Source: an optimization exercise on an open RTL-to-GDS flow (aim: a short achievable clock period and few clock cycles). Production flows keep margins and buffers that such runs may drop.
In this exercise RTL edits were held to simulation tests only and were not proved equivalent to the original.

File: design.v
package mc_pkg;
  localparam logic [2:0] ALU_AND = 3'd0;
  localparam logic [2:0] ALU_OR  = 3'd1;
  localparam logic [2:0] ALU_ADD = 3'd2;
  localparam logic [2:0] ALU_SUB = 3'd6;
  localparam logic [2:0] ALU_SLT = 3'd7;
  localparam logic [1:0] SRCB_REG  = 2'd0;
  localparam logic [1:0] SRCB_INC  = 2'd1;
  localparam logic [1:0] SRCB_IMM  = 2'd2;
  localparam logic [1:0] SRCB_IMM2 = 2'd3;
  localparam int OP_MSB = 31, OP_LSB = 26;
  localparam int RS_MSB = 25, RS_LSB = 21;
  localparam int RT_MSB = 20, RT_LSB = 16;
  localparam int RD_MSB = 15, RD_LSB = 11;
  localparam int IMM_MSB = 15, IMM_LSB = 0;
  localparam int FN_MSB = 5, FN_LSB = 0;
  localparam logic [5:0] OP_RTYPE = 6'h00;
  localparam logic [5:0] OP_LW    = 6'h23;
  localparam logic [5:0] OP_SW    = 6'h2B;
  localparam logic [5:0] OP_BEQ   = 6'h04;
  localparam logic [5:0] FN_ADD = 6'h20;
  localparam logic [5:0] FN_SUB = 6'h22;
  localparam logic [5:0] FN_AND = 6'h24;
  localparam logic [5:0] FN_OR  = 6'h25;
  localparam logic [5:0] FN_SLT = 6'h2A;
  typedef struct packed {
    logic [5:0]  op;
    logic [4:0]  rs;
    logic [4:0]  rt;
    logic [4:0]  rd;
    logic [15:0] imm;
    logic [5:0]  funct;
  } fields_t;
  function automatic fields_t decode_fields(input logic [31:0] ir);
    fields_t f;
    f.op    = ir[OP_MSB:OP_LSB];
    f.rs    = ir[RS_MSB:RS_LSB];
    f.rt    = ir[RT_MSB:RT_LSB];
    f.rd    = ir[RD_MSB:RD_LSB];
    f.imm   = ir[IMM_MSB:IMM_LSB];
    f.funct = ir[FN_MSB:FN_LSB];
    decode_fields = f;
  endfunction
endpackage
module mc_regfile (
  input  logic        clk,
  input  logic        rst,
  input  logic [31:0] wea_oh_i,    
  input  logic [31:0] wda_i,
  input  logic [31:0] web_oh_i,
  input  logic [31:0] wdb_i,
  input  logic [31:0] ra1_oh_i,    
  input  logic [31:0] ra2_oh_i,
  input  logic [4:0]  dbg_ra_i,
  output logic [31:0] rd1_o,
  output logic [31:0] rd2_o,
  output logic [31:0] dbg_rd_o
);
  logic [31:0] regs_q [32];
  always_ff @(posedge clk) begin
    for (int i = 1; i < 32; i++) begin
      if (rst)              regs_q[i] <= 32'd0;
      else if (wea_oh_i[i]) regs_q[i] <= wda_i;
      else if (web_oh_i[i]) regs_q[i] <= wdb_i;
    end
  end
  assign regs_q[0] = 32'd0;
  always_comb begin
    rd1_o = 32'd0;
    rd2_o = 32'd0;
    for (int i = 1; i < 32; i++) begin
      rd1_o = rd1_o | ({32{ra1_oh_i[i]}} & regs_q[i]);
      rd2_o = rd2_o | ({32{ra2_oh_i[i]}} & regs_q[i]);
    end
  end
  logic [31:0] sh_wea_q, sh_web_q, sh_wda_q, sh_wdb_q;
  logic [31:0] shadow_q [32];
  always_ff @(posedge clk) begin
    sh_wda_q <= wda_i;
    sh_wdb_q <= wdb_i;
    if (rst) begin
      sh_wea_q <= 32'd0;
      sh_web_q <= 32'd0;
    end else begin
      sh_wea_q <= wea_oh_i;
      sh_web_q <= web_oh_i;
    end
    for (int i = 1; i < 32; i++) begin
      if (rst)              shadow_q[i] <= 32'd0;
      else if (sh_wea_q[i]) shadow_q[i] <= sh_wda_q;
      else if (sh_web_q[i]) shadow_q[i] <= sh_wdb_q;
    end
  end
  assign shadow_q[0] = 32'd0;
  logic [3:0]  dlo;
  logic [7:0]  dhi;
  logic [31:0] dgrp [8];
  always_comb begin
    dlo = 4'd1 << dbg_ra_i[1:0];
    dhi = 8'd1 << dbg_ra_i[4:2];
    dbg_rd_o = 32'd0;
    for (int h = 0; h < 8; h++) begin
      dgrp[h] = 32'd0;
      for (int l = 0; l < 4; l++) dgrp[h] = dgrp[h] | ({32{dlo[l]}} & shadow_q[4*h+l]);
      dbg_rd_o = dbg_rd_o | ({32{dhi[h]}} & dgrp[h]);
    end
  end
endmodule
module mips_mc (
  input  logic        clk,
  input  logic        rst,
  output logic [31:0] mem_addr,
  output logic [31:0] mem_wdata,
  output logic        mem_we,
  input  logic [31:0] mem_rdata,
  input  logic [4:0]  dbg_raddr,
  output logic [31:0] dbg_rdata
);
  localparam int WB      = 5;               
  localparam int WN      = 1 << WB;
  localparam int PF_DIST = 20;              
  logic [31:0] addr_q;               
  logic        ld_q;                 
  logic        we_q;                 
  logic        pf_q;                 
  logic [31:0] wdata_q;
  logic [31:0] ld_oh_q;              
  logic [4:0]  ld_rd_q;
  logic [9:0]  fpc_q;                
  logic [9:0]  lo_q, ppc_q;          
  logic [WB:0] cnt_q;                
  logic [31:0] ic_q [WN];            
  logic [WN-1:0] icpt_q;             
  logic [WN-1:0] icv_q;              
  logic        iv_q;                 
  logic [31:0] ir_q;
  logic [9:0]  tgt_q;                
  logic [31:0] rs_oh_q, rt_oh_q, rd_oh_q;
  logic        e_r_q, e_lw_q, e_sw_q, e_beq_q;
  logic        f_add_q, f_sub_q, f_and_q, f_or_q, f_slt_q;
  function automatic logic [31:0] onehot5(input logic [4:0] a);
    onehot5 = 32'd1 << a;
  endfunction
  logic        m_pt;
  assign m_pt  = (mem_rdata[31:26] == 6'h04) && (mem_rdata[25:21] == mem_rdata[20:16]);
  logic [2:0]  m_skip;
  assign m_skip = (m_pt && mem_rdata[15:2] == 14'd0) ? {1'b0, mem_rdata[1:0]} : 3'd0;
  logic        hit_c, hit_p, f_avail;
  logic [31:0] f_word;
  logic        f_pt;
  logic [9:0]  f_tgt;
  logic [5:0]  f_op, f_fn;
  assign hit_c   = ((10'(fpc_q - lo_q)) < 10'(cnt_q)) && icv_q[fpc_q[WB-1:0]];
  assign hit_p   = pf_q && (fpc_q == ppc_q);
  assign f_avail = hit_c | hit_p;
  assign f_word  = hit_p ? mem_rdata : ic_q[fpc_q[WB-1:0]];
  assign f_pt    = hit_p ? m_pt  : icpt_q[fpc_q[WB-1:0]];
  assign f_tgt   = fpc_q + 10'd1 + f_word[9:0];
  assign f_op    = f_word[31:26];
  assign f_fn    = f_word[5:0];
  logic [31:0] ra, rb, alu, ea;
  logic [31:0] wea_oh;
  logic        e_stall, e_go, e_taken, e_mem;
  logic [31:0] sx;
  mc_regfile u_rf (
    .clk(clk), .rst(rst),
    .wea_oh_i(wea_oh), .wda_i(alu), .web_oh_i(ld_q ? ld_oh_q : 32'd0), .wdb_i(mem_rdata),
    .ra1_oh_i(rs_oh_q), .ra2_oh_i(rt_oh_q), .dbg_ra_i(dbg_raddr),
    .rd1_o(ra), .rd2_o(rb), .dbg_rd_o(dbg_rdata)
  );
  assign e_stall = ld_q && (|((rs_oh_q | rt_oh_q) & ld_oh_q & ~32'd1));
  assign e_go    = iv_q & ~e_stall;
  assign sx      = {{16{ir_q[15]}}, ir_q[15:0]};
  assign ea      = ra + sx;
  assign e_mem   = e_go & (e_lw_q | e_sw_q);
  always_comb begin
    alu = 32'd0;
    if (f_add_q) alu = ra + rb;
    if (f_sub_q) alu = ra - rb;
    if (f_and_q) alu = ra & rb;
    if (f_or_q)  alu = ra | rb;
    if (f_slt_q) alu = {31'd0, $signed(ra) < $signed(rb)};
  end
  assign e_taken = e_go & e_beq_q & (ra == rb);
  assign wea_oh  = {32{e_go & e_r_q}} & rd_oh_q;
  logic        ir_free, f_take, f_jump, stuck;
  logic [9:0]  ppc1, lo1, fpc_f, fpc_n, lo_n, ppc_n;
  logic [WB:0] cnt1, cnt_n;
  logic        wres_e, wreset, pf_n;
  assign ir_free = ~iv_q | e_go;
  assign f_take  = f_avail & ir_free;
  assign f_jump  = f_take & f_pt;
  always_comb begin
    logic [9:0] ppc_c [5];
    logic [9:0] lo_c  [5];
    logic [WB:0] cnt_c [5];
    for (int k = 0; k < 5; k++) begin
      ppc_c[k] = ppc_q + 10'(k);
      if (10'(cnt_q) + 10'(k) > 10'(WN)) begin
        cnt_c[k] = (WB+1)'(WN);
        lo_c[k]  = ppc_q + 10'(k) - 10'(WN);
      end else begin
        cnt_c[k] = cnt_q + (WB+1)'(k);
        lo_c[k]  = lo_q;
      end
    end
    ppc1 = ppc_c[0];
    cnt1 = cnt_c[0];
    lo1  = lo_c[0];
    if (pf_q) begin
      case (m_skip)
        3'd0:    begin ppc1 = ppc_c[1]; cnt1 = cnt_c[1]; lo1 = lo_c[1]; end
        3'd1:    begin ppc1 = ppc_c[2]; cnt1 = cnt_c[2]; lo1 = lo_c[2]; end
        3'd2:    begin ppc1 = ppc_c[3]; cnt1 = cnt_c[3]; lo1 = lo_c[3]; end
        default: begin ppc1 = ppc_c[4]; cnt1 = cnt_c[4]; lo1 = lo_c[4]; end
      endcase
    end
  end
  assign stuck = ((10'(fpc_q - lo_q)) > 10'(cnt_q)) ||
                 (((10'(fpc_q - lo_q)) < 10'(cnt_q)) && !icv_q[fpc_q[WB-1:0]]);
  assign wres_e = (10'(tgt_q - lo_q)) > 10'(cnt_q);
  assign fpc_f  = f_take ? (f_pt ? f_tgt : fpc_q + 10'd1) : fpc_q;
  always_comb begin
    logic [9:0] rtgt;
    if (e_taken) begin
      fpc_n  = tgt_q;
      wreset = wres_e;
      rtgt   = tgt_q;
    end else begin
      fpc_n  = fpc_f;
      wreset = stuck;
      rtgt   = fpc_q;
    end
    lo_n  = wreset ? rtgt : lo1;
    ppc_n = wreset ? rtgt : ppc1;
    cnt_n = wreset ? '0 : cnt1;
    pf_n  = wreset | ((10'(ppc_q - fpc_q)) < 10'(PF_DIST));
  end
  always_ff @(posedge clk) begin
    if (rst) begin
      addr_q <= 32'd4;
      ld_q   <= 1'b0;
      we_q   <= 1'b0;
      pf_q   <= 1'b1;
      iv_q   <= 1'b0;
      fpc_q  <= 10'd0;
      lo_q   <= 10'd0;
      ppc_q  <= 10'd1;
      cnt_q  <= (WB+1)'(1);
    end else begin
      fpc_q <= fpc_n;
      lo_q  <= lo_n;
      ppc_q <= ppc_n;
      cnt_q <= cnt_n;
      if (e_mem) begin
        addr_q <= ea;
        ld_q   <= e_lw_q;
        we_q   <= e_sw_q;
        pf_q   <= 1'b0;
      end else begin
        addr_q <= {20'd0, ppc_n, 2'b00};
        ld_q   <= 1'b0;
        we_q   <= 1'b0;
        pf_q   <= pf_n;
      end
      if (e_taken)     iv_q <= 1'b0;
      else if (f_take) iv_q <= 1'b1;
      else if (e_go)   iv_q <= 1'b0;
    end
  end
  always_ff @(posedge clk) begin
    if (rst) begin
      icv_q[0]  <= 1'b1;
      ic_q[0]   <= mem_rdata;
      icpt_q[0] <= m_pt;
    end else begin
      for (int i = 0; i < WN; i++)
        if (pf_q && (WB'(WB'(i) - ppc_q[WB-1:0] - WB'(1)) < WB'(m_skip))) icv_q[i] <= 1'b0;
      if (pf_q) begin
        icv_q[ppc_q[WB-1:0]]  <= 1'b1;
        ic_q[ppc_q[WB-1:0]]   <= mem_rdata;
        icpt_q[ppc_q[WB-1:0]] <= m_pt;
      end
    end
    if (e_go && e_sw_q) wdata_q <= rb;
    if (e_go && e_lw_q) begin
      ld_oh_q <= rt_oh_q;
      ld_rd_q <= ir_q[20:16];
    end
    if (f_take) begin
      ir_q    <= f_word;
      tgt_q   <= f_tgt;
      rs_oh_q <= onehot5(f_word[25:21]);
      rt_oh_q <= onehot5(f_word[20:16]);
      rd_oh_q <= onehot5(f_word[15:11]);
      e_r_q   <= f_op == 6'h00;
      e_lw_q  <= f_op == 6'h23;
      e_sw_q  <= f_op == 6'h2B;
      e_beq_q <= (f_op == 6'h04) && (f_word[25:21] != f_word[20:16]);
      f_add_q <= f_fn == 6'h20;
      f_sub_q <= f_fn == 6'h22;
      f_and_q <= f_fn == 6'h24;
      f_or_q  <= f_fn == 6'h25;
      f_slt_q <= f_fn == 6'h2A;
    end
  end
  assign mem_addr  = {addr_q[31:12], rst ? 10'd0 : addr_q[11:2], addr_q[1:0]};
  assign mem_we    = we_q;
  assign mem_wdata = wdata_q;
endmodule
File: run.sh
#!/bin/bash
# synth_recipe.tcl (not shown) runs the flow's synth.tcl, then flattens the netlist and writes it again
# the make line also repeats each setting of config.mk as NAME=value (left out here)
make -C /OpenROAD-flow-scripts/flow DESIGN_CONFIG=/design/flow/config.mk WORK_HOME=/design/flow/orfs CLKGATE_MAP_FILE= SYNTH_SCRIPT=/design/flow/synth_recipe.tcl finish
File: config.mk
export PLATFORM = sky130hd
export DESIGN_NAME = mips_mc
export DESIGN_NICKNAME = mips_mc
export VERILOG_FILES = /design/flow/design.v
export SDC_FILE = /design/flow/constraint.sdc
export NUM_CORES = 4
export LEC_CHECK = 0
export CAP_MARGIN = 20
export CORE_MARGIN = 2
export CORE_UTILIZATION = 35
export PLACE_DENSITY = 0.55
export SETUP_SLACK_MARGIN = 2.5
export SLEW_MARGIN = 20
File: constraint.sdc
create_clock -name core_clock -period 9.0 [get_ports {clk}]
set_input_delay 1.8000 -clock core_clock [delete_from_list [all_inputs] [get_ports {clk}]]
set_output_delay 1.8000 -clock core_clock [all_outputs]
set_load 0.01 [all_outputs]
==> results_dict.tcl <==
set metrics [dict create \
    total_leakage_power_nw 70.73 \
    die_x_um 697.5 \
    slew_violations 0 \
    worstMarginPinSlew_ns 1.376 \
    num_io_pins 136 \
    place_inst 21640 \
    finalHoldViolCount 0 \
    combinationalPowerShare_pct 42.4 \
    ir_drop_mv 0.6486 \
    rsz0062_at_grt "false" \
    clock_sinks 3466 \
    dp_hpwl_mm 510.1 \
    die_area_sq_um 486500 \
    port_buffers 135 \
    fin_crit_ns 6.672 \
    async_flop_share_pct 0 \
    layout-drive-gt1-share_pct 13.32 \
    grt_pass1_vias 134000 \
    wl_mm 849.0 \
    synth_edf_count 1278 \
    stdcell_count 22480 \
    vias 149000 \
    drtIter0Drc 28110 \
    holdBufCountCts 0 \
    fillerInstances 46230 \
    max_freq_mhz 149.9 \
    clkSlewWorstSetupHoldPaths_ns 0.07 \
    p_sw_share_pct 45.85 \
    ys_seq_area_share_pct 48.82 \
    detail-route-antenna-nets 0 \
    wl_per_cell_um 37.77 \
    gp_congestion 1.084 \
    hp-class "reg2reg" \
    grt_use_total_pct 33.22 \
    rows 254 \
    die_height_um 697.5 \
    internal-power_mw 33.50 \
    yosysWarnings 10 \
    cp.arrival_ns 7.61 \
    p_total_mw 61.86 \
    p_sw_mw 28.36 \
    clock_latency_ns 1.10 \
    floorplan.initialDensity_pct 35.17 \
    power.density_nw_per_um2 323.9 \
    worstSetupEndpointType "flop" \
    synth_nets 16520 \
    htreeDepth 5 \
    worst_clock_skew_ns 0.1363 \
    vias_per_cell 6.628 \
    p_seq_share_pct 30.9 \
    startpoint_type "flop" \
    drc 0 \
    worstPathMaxFanout 20 \
    synthFlopType "dfxtp_1" \
    rrSetupSlack_ns 2.33 \
    multi_input_area_sq_um 79780 \
    grt_max_degree 197 \
    area_delta_synth_final_pct 13.47 \
    relSlewSlack_pct 8.300 \
    worstSetupPathType "reg2reg" \
    seqCellArea_sq_um 82480 \
    cts_buffers 381 \
    cap_viol_max_count 0 \
    core_area_sq_um 478600 \
    status "timing/DRC/antenna clean" \
    nets 15930 \
    min_path_cells 2 \
    grt_pass1_wl_mm 1142 \
    period_share_pct 74.14 \
    clock_path_buffers 4 \
    finalSetupViolations 0 \
    cts_tree "done" \
    critPathRequiredTime_ns 9.94 \
    dr.pass1.iters 22 \
    clockPowerShare_pct 26.7 \
    netlist_instances 16270 \
    syn-cell-area_sq_um 168300 \
    cts_root_buf "clkbuf_16" \
    tns_ns 0 \
    synth_area_per_cell_sq_um 10.34 \
    ys_seq_elements 3466 \
    gr-total-overflow 0 \
    r2r_cells 14 \
    antenna_found_initial 84 \
    ys_types 90 \
]
[per-stage QoR]
| stage | setup WS [ns] | hold WS (ns) | utilization (%) | instance area, sq um |
|---|---|---|---|---|
| finish | 2.328 | 0.5156 | 39.90 | 191000 |
| global route | 2.507 | 0.5510 | 39.88 | 190900 |
| CTS | 2.476 | 0.5145 | 39.74 | 190200 |
| detailed placement | 2.165 | 0.5045 | 36.94 | 176800 |
| global placement | 1.940 | 0.5029 | 36.91 | 176600 |
| floorplan | 3.366 | 0.4400 | - | 168300 |
[critical path, cell delays in order (launching register included)]
cell      delay (ns)
edfxtp_1        0.40
buf_4           0.29
buf_4           0.36
o21ai_0         0.25
nand4_1         0.29
nor4_1          0.54
a21boi_4        0.34
nor2b_1         0.19
buf_4           0.24
and3_1          0.75
nand2_1         0.90
buf_4           0.42
inv_1           0.24
nand2_2         0.62
o32ai_1         0.49
[path summary, 6_finish.rpt]
path,from,endpoint
worst min register to register,iv_q,iv_q
worst max-delay path,rt_oh_q[6],u_rf.regs_q[3][28]
worst min-delay path,iv_q,iv_q
worst max register to register,rt_oh_q[6],u_rf.regs_q[3][28]
[synth_stat cells, types with 29 or more instances]
cell | n | share of area, %
buf_2 | 42 | 0.12
nand4_1 | 150 | 0.56
ha_1 | 203 | 1.5
nor3_1 | 108 | 0.32
a211oi_1 | 31 | 0.14
nand2_1 | 689 | 1.5
and2_1 | 31 | 0.12
o32ai_1 | 34 | 0.18
a221oi_1 | 61 | 0.32
xor2_1 | 44 | 0.23
o21ai_0 | 267 | 0.79
nor2_1 | 2495 | 5.6
a21o_1 | 73 | 0.33
dfxtp_1 | 2188 | 26
nor2b_1 | 36 | 0.13
a22o_1 | 51 | 0.27
nand2b_1 | 36 | 0.13
o31ai_1 | 61 | 0.27
inv_1 | 242 | 0.54
edfxtp_1 | 1278 | 23
o21bai_1 | 31 | 0.14
mux4_2 | 564 | 7.5
o211ai_1 | 48 | 0.21
a22oi_1 | 939 | 4.2
o32ai_2 | 29 | 0.28
a31oi_1 | 29 | 0.11
o22ai_1 | 844 | 3.1
nand3_1 | 292 | 0.87
clkbuf_1 | 1086 | 2.4
mux2i_1 | 1954 | 12
mux2_2 | 39 | 0.26
buf_1 | 517 | 1.2
a222oi_1 | 64 | 0.38
a21oi_1 | 1361 | 4.0
xnor2_1 | 93 | 0.48
[metal layers]
metal	routed length, um	vias to the layer above	global-route usage [%]
met5	1958	-	2.255
met4	63870	70	19.39
met1	324800	73810	42.86
li1	-	59200	-
met3	123500	3606	14.27
met2	334800	12290	45.70
[flip-flops by register name, summed over array words and instances, names as in the netlist, 32 cells and up, named ones only]
name,count
ic_q,1024
u_rf.regs_q,992
u_rf.shadow_q,992
addr_q,32
icpt_q,32
icv_q,32
u_rf.sh_wda_q,32
u_rf.sh_wdb_q,32
wdata_q,32
[power groups by stage]
stage | Sequential (mW) | Combinational, mW | Clock (mW)
2_1_floorplan | 18.5 | 13.2 | 0
3_3_place_gp | 19.6 | 23.5 | 0
3_5_place_dp | 19.5 | 23.6 | 0
4_1_cts | 19.1 | 24.0 | 16.5
5_1_grt | 19.1 | 26.1 | 17.2
6_report | 19.1 | 26.2 | 16.5
[layout make-up]
cell class / instances / share of cell area, %
Multi-Input combinational cell: 10880 / 41.77
Clock buffer: 529 / 5.665
Clock inverter: 180 / 1.133
Inverter: 249 / 0.4900
Tap cell: 6400 / 4.193
Timing Repair Buffer: 704 / 3.475
Antenna cell: 66 / 0.08647
Sequential cell: 3466 / 43.19
[cell families (layout without fill, tap and decap cells)]
| logic type | count (synthesis) | count (layout) | synth area share, % |
|---|---|---|---|
| AOI/OAI and AO/OA | 4052 | 4053 | 15.45 |
| DFF | 3466 | 3466 | 48.82 |
| xor gates and xnor gates | 137 | 137 | 0.7129 |
| and+or+nand+nor | 3927 | 3927 | 9.611 |
| adders and majority gates | 207 | 207 | 1.557 |
| muxes | 2558 | 2558 | 19.44 |
| other | 0 | 66 | 0 |
| buffers and inverters | 1925 | 1662 | 4.407 |
[placed cells by master (no fill, tap or decap), types with 60 or more instances in the layout]
| cell type | count |
|---|---|
| clkbuf_8 | 60 |
| mux2i_1 | 1954 |
| nand2_1 | 612 |
| xnor2_1 | 93 |
| clkbuf_16 | 389 |
| a21oi_1 | 1355 |
| a22oi_1 | 939 |
| nor3_1 | 105 |
| edfxtp_1 | 1278 |
| buf_4 | 486 |
| a222oi_1 | 64 |
| nand4_1 | 150 |
| dfxtp_4 | 67 |
| diode_2 | 66 |
| nand3_1 | 292 |
| inv_1 | 240 |
| dfxtp_1 | 2079 |
| clkdlybuf4s50_1 | 99 |
| nor2_1 | 2453 |
| buf_12 | 73 |
| o22ai_1 | 844 |
| o21ai_0 | 258 |
| a21o_1 | 73 |
| ha_1 | 203 |
| clkbuf_1 | 84 |
| a221oi_1 | 61 |
| mux4_2 | 564 |
[what timing repair did]
action / CTS / global route
cloned: 1 / 1
setup buffers: 33 / 16
gates resized for setup: 18 / 18
endpoints found under the setup margin: 190 / 230
pin swaps: 2 / 9
Testbench counts, summed over its fixed seeds: cycles 21,699.

[port drivers added, routing unchanged]
Ports are ideal in the flow. The routed layout listed here was re-timed in OpenROAD.
Step 1 assumes that a clkbuf_16 drives the clock port and a buf_2 every other input.
Step 2 also shifts input and output timing later by t, the mid clock arrival at the registers, as if the neighbouring blocks saw the same clock.
a / b / c = no drivers / after step 1 / after step 2; a / b = the first two.
shift t [ns]: 1.169
setup WS [ns]: 2.328 / 2.328 / 2.087
slew at the worst register clock pin (ns): 0.08 / 0.08
cell pins on the clock port's net: 1
After both steps setup and hold are still met in this run. For this run, drivers alone change the setup slack by 0.000 ns; drivers and shift together by -0.241 ns.
